Background: an optimization exercise with open tools, aiming at small area and a short achievable clock period. Do not read the settings as production practice. Where RTL was checked, it was by simulation tests only, not by an equivalence proof against the original.

## run A
## fir3_top
module fir3_top #(
  parameter int W  = 32,
  parameter int XW = 16
) (
  input  logic          CLK,
  input  logic          rst,
  input  logic [XW-1:0] h0,
  input  logic [XW-1:0] h1,
  input  logic [XW-1:0] h2,
  input  logic [XW-1:0] x,
  output logic [W-1:0]  y
);
Size: roughly 80 flip-flops, ~0.019 mm2 of cells after synthesis.
Settings: LEC_CHECK=0, ABC_AREA=1, CAP_MARGIN=20, CORE_MARGIN=2, CORE_UTILIZATION=40, SLEW_MARGIN=20; clock period 10.0 ns.
standard.sh (not shown) runs the stock make flow with config.mk's settings and CLKGATE_MAP_FILE= SYNTH_SCRIPT=/design/flow/synth_recipe.tcl, a recipe that flattens the netlist after the stock synthesis.
==> flow/flow/run.sh <==
#!/bin/bash
# Standard ORFS layout, except that the ports are buffered by flow/ports.tcl
# (small buffers on the outputs, stronger ones on the inputs) instead of by
# the default buffer_ports call.
set -euo pipefail
here=$(pwd)
bash standard.sh \
  DONT_BUFFER_PORTS=1 \
  PRE_GLOBAL_PLACE_TCL="$here/flow/ports.tcl" \
  finish > "$here/standard_finish.log" 2>&1
==> flow/flow/ports.tcl <==
# Buffer every input and output port (the clock port excepted, as buffer_ports does).
buffer_ports -inputs -buffer_cell sky130_fd_sc_hd__buf_2
buffer_ports -outputs -buffer_cell sky130_fd_sc_hd__buf_1
Run A completed; timing, DRC and antenna clean
What run B does differently from run A at the input level:
==> flow/run.sh (new file) <==
#!/bin/bash
# synth_recipe.tcl (not shown) runs the flow's synth.tcl, then flattens the netlist and writes it again
# the make line also repeats each setting of config.mk as NAME=value (left out here)
make -C /OpenROAD-flow-scripts/flow DESIGN_CONFIG=/design/flow/config.mk WORK_HOME=/design/flow/orfs CLKGATE_MAP_FILE= SYNTH_SCRIPT=/design/flow/synth_recipe.tcl finish
--- a/flow/config.mk
+++ b/flow/config.mk
@@ -11,2 +11,3 @@
 export CORE_UTILIZATION = 40
+export SETUP_SLACK_MARGIN = 3
 export SLEW_MARGIN = 20
removed: flow/flow/run.sh
removed: flow/flow/ports.tcl
removed: flow/standard.sh
### Flow results
- In the tables for run B and run A, weighted congestion reported at the end of routability-driven placement reads higher with run A.
- The final layout from run B, which completed every stage, passed the timing, DRC and antenna checks at the end of the flow.
- Compared with run A, run B shows design area that has gone up by more than 10%.
> inputs changed (run B -> run C)
--- a/flow/config.mk
+++ b/flow/config.mk
@@ -11,3 +11,2 @@
 export CORE_UTILIZATION = 40
-export SETUP_SLACK_MARGIN = 3
 export SLEW_MARGIN = 20
### Flow results
Result for run C and run B: all clean
On run C: HPWL after detailed placement is 1.0% higher than what run B gave.
Worst setup path endpoint: y_q[22]$_DFF_PN0_ -> run C, y_q[26]$_DFF_PN0_ -> run B
Between run B and run C, aggregate routed wire length decreased.
Run C vs. run B: fmax moved down; final area moved down.
Delta (run C minus run B): layout inverter count without the clock tree -1; setup slack at placement -0.22 ns; met1 capacity usage during global routing -0.53 points; area overhead of the layout relative to synthesis -16 points.

---

Another version of the RTL of fir3_top (not shown whole).
For scale: about 80 flip-flops, about 98 I/O pins, roughly 19000 µm² of cells after synthesis.
==> flow/config.mk <==
export PLATFORM = sky130hd
export DESIGN_NAME = fir3_top
export DESIGN_NICKNAME = fir3_top
export VERILOG_FILES = /design/flow/design.v
export SDC_FILE = /design/flow/constraint.sdc
export NUM_CORES = 4
export LEC_CHECK = 0
export ABC_AREA = 1
export CAP_MARGIN = 20
export CORE_MARGIN = 2
export CORE_UTILIZATION = 40
export SLEW_MARGIN = 20
==> flow/constraint.sdc <==
create_clock -name core_clock -period 10.0 [get_ports {CLK}]
set_input_delay 2.0000 -clock core_clock [delete_from_list [all_inputs] [get_ports {CLK}]]
set_output_delay 2.0000 -clock core_clock [all_outputs]
set_load 0.01 [all_outputs]
==> flow/flow/run.sh <==
#!/bin/bash
set -euo pipefail
here=$(pwd)
F=$here/flow
sed "s#^hierarchy -check -top \$::env(DESIGN_NAME)\$#&\ntechmap -map $F/leafmap.v#" \
  "$FLOW_HOME/scripts/synth.tcl" > "$here/synth_leaf.tcl"
grep -q "^techmap -map $F/leafmap.v" "$here/synth_leaf.tcl"
sed "s#source \$::env(SCRIPTS_DIR)/synth.tcl#source $here/synth_leaf.tcl#" \
  "$here/synth_recipe.tcl" > "$here/synth_own.tcl"
grep -q "source $here/synth_leaf.tcl" "$here/synth_own.tcl"
bash standard.sh \
  SYNTH_SCRIPT="$here/synth_own.tcl" \
  DONT_BUFFER_PORTS=1 \
  PRE_GLOBAL_PLACE_TCL="$F/ports.tcl" \
  finish > "$here/standard_finish.log" 2>&1
==> flow/flow/leafmap.v <==
// Maps the design's leaf modules one-to-one onto library cells.
module fir3_fa (input a, b, c, output s, co);
  sky130_fd_sc_hd__fa_1 _TECHMAP_REPLACE_ (.A(a), .B(b), .CIN(c), .SUM(s), .COUT(co));
endmodule

module fir3_ha (input a, b, output s, co);
  sky130_fd_sc_hd__ha_1 _TECHMAP_REPLACE_ (.A(a), .B(b), .SUM(s), .COUT(co));
endmodule

module fir3_sel (input one, two, hi, hm, output mn);
  sky130_fd_sc_hd__a22oi_1 _TECHMAP_REPLACE_ (.A1(one), .A2(hi), .B1(two), .B2(hm), .Y(mn));
endmodule

module fir3_xnor2 (input a, b, output y);
  sky130_fd_sc_hd__xnor2_1 _TECHMAP_REPLACE_ (.A(a), .B(b), .Y(y));
endmodule

module fir3_xor2 (input a, b, output y);
  sky130_fd_sc_hd__xor2_1 _TECHMAP_REPLACE_ (.A(a), .B(b), .X(y));
endmodule

module fir3_nand2 (input a, b, output y);
  sky130_fd_sc_hd__nand2_1 _TECHMAP_REPLACE_ (.A(a), .B(b), .Y(y));
endmodule

module fir3_nor2 (input a, b, output y);
  sky130_fd_sc_hd__nor2_1 _TECHMAP_REPLACE_ (.A(a), .B(b), .Y(y));
endmodule

module fir3_inv (input a, output y);
  sky130_fd_sc_hd__inv_1 _TECHMAP_REPLACE_ (.A(a), .Y(y));
endmodule

module fir3_a21oi (input a1, a2, b1, output y);
  sky130_fd_sc_hd__a21oi_1 _TECHMAP_REPLACE_ (.A1(a1), .A2(a2), .B1(b1), .Y(y));
endmodule

module fir3_o21ai (input a1, a2, b1, output y);
  sky130_fd_sc_hd__o21ai_1 _TECHMAP_REPLACE_ (.A1(a1), .A2(a2), .B1(b1), .Y(y));
endmodule
Other scripts of this flow, unchanged in this note and not shown: flow/flow/ports.tcl
The starting point completed with no timing, DRC or antenna violations.
Edit:
CORE_UTILIZATION = 65   (was 40)
CTS_BUF_LIST = sky130_fd_sc_hd__clkbuf_4 sky130_fd_sc_hd__clkbuf_8   (was default)
PLACE_DENSITY = 0.75   (was default)
=> Worst setup slack got worse by 0.25 ns; non-clock buffer count decreases by 3; utilization increases by 27 points.
Edit:
--- a/flow/flow/leafmap.v
+++ b/flow/flow/leafmap.v
@@ -2,3 +2,3 @@
 module fir3_fa (input a, b, c, output s, co);
-  sky130_fd_sc_hd__fa_1 _TECHMAP_REPLACE_ (.A(a), .B(b), .CIN(c), .SUM(s), .COUT(co));
+  sky130_fd_sc_hd__fa_2 _TECHMAP_REPLACE_ (.A(a), .B(b), .CIN(c), .SUM(s), .COUT(co));
 endmodule
CORE_UTILIZATION = 40   (was 65)
CTS_BUF_LIST = default   (was sky130_fd_sc_hd__clkbuf_4 sky130_fd_sc_hd__clkbuf_8)
PLACE_DENSITY = default   (was 0.75)
The changed run passed the timing, DRC and antenna checks.
Design area grows by about 7%.
Synthesized area grows by 5.0%.
Sequential share of layout area shrinks by 0.66 points.
Register-to-register slack gains 0.45 ns.
Die area grows by about 70%.
Setup slack gains 0.30 ns.
Count of clock-buffer cells in the layout does not change.
Wire length grows by 9.9%.
No functional check of the RTL was part of any run of this note.

---

Another version of the RTL of fir3_top (not shown whole).
For scale: ~1700 cells after synthesis, roughly 80 flip-flops.
Settings: LEC_CHECK=0, ABC_AREA=1, CAP_MARGIN=20, CORE_MARGIN=2, CORE_UTILIZATION=55, CTS_BUF_LIST=sky130_fd_sc_hd__clkbuf_4 sky130_fd_sc_hd__clkbuf_8, PLACE_DENSITY=0.65, SLEW_MARGIN=20; clock period 10.0 ns.
==> flow/flow/leafmap.v <==
// Maps the design's leaf modules one-to-one onto library cells.
module fir3_fa (input a, b, c, output s, co);
  sky130_fd_sc_hd__fa_1 _TECHMAP_REPLACE_ (.A(a), .B(b), .CIN(c), .SUM(s), .COUT(co));
endmodule

module fir3_ha (input a, b, output s, co);
  sky130_fd_sc_hd__ha_1 _TECHMAP_REPLACE_ (.A(a), .B(b), .SUM(s), .COUT(co));
endmodule

module fir3_sel (input one, two, hi, hm, output mn);
  sky130_fd_sc_hd__a22oi_1 _TECHMAP_REPLACE_ (.A1(one), .A2(hi), .B1(two), .B2(hm), .Y(mn));
endmodule

module fir3_xnor2 (input a, b, output y);
  sky130_fd_sc_hd__xnor2_1 _TECHMAP_REPLACE_ (.A(a), .B(b), .Y(y));
endmodule

module fir3_xor2 (input a, b, output y);
  sky130_fd_sc_hd__xor2_1 _TECHMAP_REPLACE_ (.A(a), .B(b), .X(y));
endmodule

module fir3_nand2 (input a, b, output y);
  sky130_fd_sc_hd__nand2_1 _TECHMAP_REPLACE_ (.A(a), .B(b), .Y(y));
endmodule

module fir3_nor2 (input a, b, output y);
  sky130_fd_sc_hd__nor2_1 _TECHMAP_REPLACE_ (.A(a), .B(b), .Y(y));
endmodule

module fir3_inv (input a, output y);
  sky130_fd_sc_hd__inv_1 _TECHMAP_REPLACE_ (.A(a), .Y(y));
endmodule

module fir3_a21oi (input a1, a2, b1, output y);
  sky130_fd_sc_hd__a21oi_1 _TECHMAP_REPLACE_ (.A1(a1), .A2(a2), .B1(b1), .Y(y));
endmodule

module fir3_o21ai (input a1, a2, b1, output y);
  sky130_fd_sc_hd__o21ai_1 _TECHMAP_REPLACE_ (.A1(a1), .A2(a2), .B1(b1), .Y(y));
endmodule

module fir3_invd (input a, output y);
  sky130_fd_sc_hd__inv_2 _TECHMAP_REPLACE_ (.A(a), .Y(y));
endmodule

module fir3_nor2d (input a, b, output y);
  sky130_fd_sc_hd__nor2_2 _TECHMAP_REPLACE_ (.A(a), .B(b), .Y(y));
endmodule
Scripts as last shown in full above: flow/flow/run.sh
Other scripts of this flow, unchanged in this note and not shown: flow/flow/ports.tcl
==> next run, changes <==
--- a/flow/flow/leafmap.v
+++ b/flow/flow/leafmap.v
@@ -48,0 +49,12 @@
+
+module fir3_nand2d (input a, b, output y);
+  sky130_fd_sc_hd__nand2_2 _TECHMAP_REPLACE_ (.A(a), .B(b), .Y(y));
+endmodule
+
+module fir3_a21oid (input a1, a2, b1, output y);
+  sky130_fd_sc_hd__a21oi_2 _TECHMAP_REPLACE_ (.A1(a1), .A2(a2), .B1(b1), .Y(y));
+endmodule
+
+module fir3_o21aid (input a1, a2, b1, output y);
+  sky130_fd_sc_hd__o21ai_2 _TECHMAP_REPLACE_ (.A1(a1), .A2(a2), .B1(b1), .Y(y));
+endmodule
Settings changed: CORE_UTILIZATION 55 to 40, PLACE_DENSITY 0.65 to unset.
Register-to-register slack gains 0.08 ns.
Final area went up by 1.0%.
Flip-flop and latch count stays the same.
Wire length increases by 4.4%.
Setup slack improves by 0.076 ns.
==> next run, changes <==
--- a/flow/flow/leafmap.v
+++ b/flow/flow/leafmap.v
@@ -49,12 +48,0 @@
-
-module fir3_nand2d (input a, b, output y);
-  sky130_fd_sc_hd__nand2_2 _TECHMAP_REPLACE_ (.A(a), .B(b), .Y(y));
-endmodule
-
-module fir3_a21oid (input a1, a2, b1, output y);
-  sky130_fd_sc_hd__a21oi_2 _TECHMAP_REPLACE_ (.A1(a1), .A2(a2), .B1(b1), .Y(y));
-endmodule
-
-module fir3_o21aid (input a1, a2, b1, output y);
-  sky130_fd_sc_hd__o21ai_2 _TECHMAP_REPLACE_ (.A1(a1), .A2(a2), .B1(b1), .Y(y));
-endmodule
What happened: Maximum frequency stays the same. Count of clock-buffer cells in the layout stays the same. Synthesized area stays the same. Worst hold slack is unchanged. Synthesized cell count stays the same.

## port drivers added, routing unchanged
No port has a modelled driver above. Below, the same layouts with a new extraction and two added sets of constraints.
Step 1, drivers: a clkbuf_16 drives CLK and a buf_2 each remaining input, both assumed.
Step 2 moves the port delays by t, midway between the first and last clock arrival at a register: inputs arrive t later, outputs are due t later. That takes back most of the time a late clock gives input paths.
Three values: ideal, step 1, step 2; two values: the first two.
| run | t, ns | setup WS [ns] | max-slew violations | max-capacitance violations | cell pins on the clock port's net |
|---|---|---|---|---|---|
| run A | 0.452 | 1.724 / 1.739 / 1.287 | 0 / 81 | 0 / 1 | 1 |
| run B | 0.456 | 2.410 / 2.417 / 1.961 | 0 / 0 | 0 / 0 | 1 |
| run C | 0.452 | 1.172 / 1.198 / 0.746 | 0 / 0 | 0 / 0 | 1 |
| the first run of note 2 | 0.443 | 2.719 / 2.747 / 2.304 | 0 / 0 | 0 / 0 | 1 |
| the second run of note 2 | 0.451 | 2.474 / 2.474 / 2.130 | 0 / 0 | 0 / 0 | 1 |
| the third run of note 2 | 0.447 | 2.778 / 2.797 / 2.351 | 0 / 0 | 0 / 0 | 1 |
| the first run of note 3 | 0.484 | 2.699 / 2.699 / 2.372 | 0 / 0 | 0 / 0 | 1 |
| the second run of note 3 | 0.491 | 2.775 / 2.775 / 2.318 | 0 / 0 | 0 / 0 | 1 |
| the third run of note 3 | 0.491 | 2.775 / 2.775 / 2.318 | 0 / 0 | 0 / 0 | 1 |
After both steps setup and hold are still met in every run listed. The drivers bring new slew violations in run A. With drivers on, capacitance violations rise in run A.
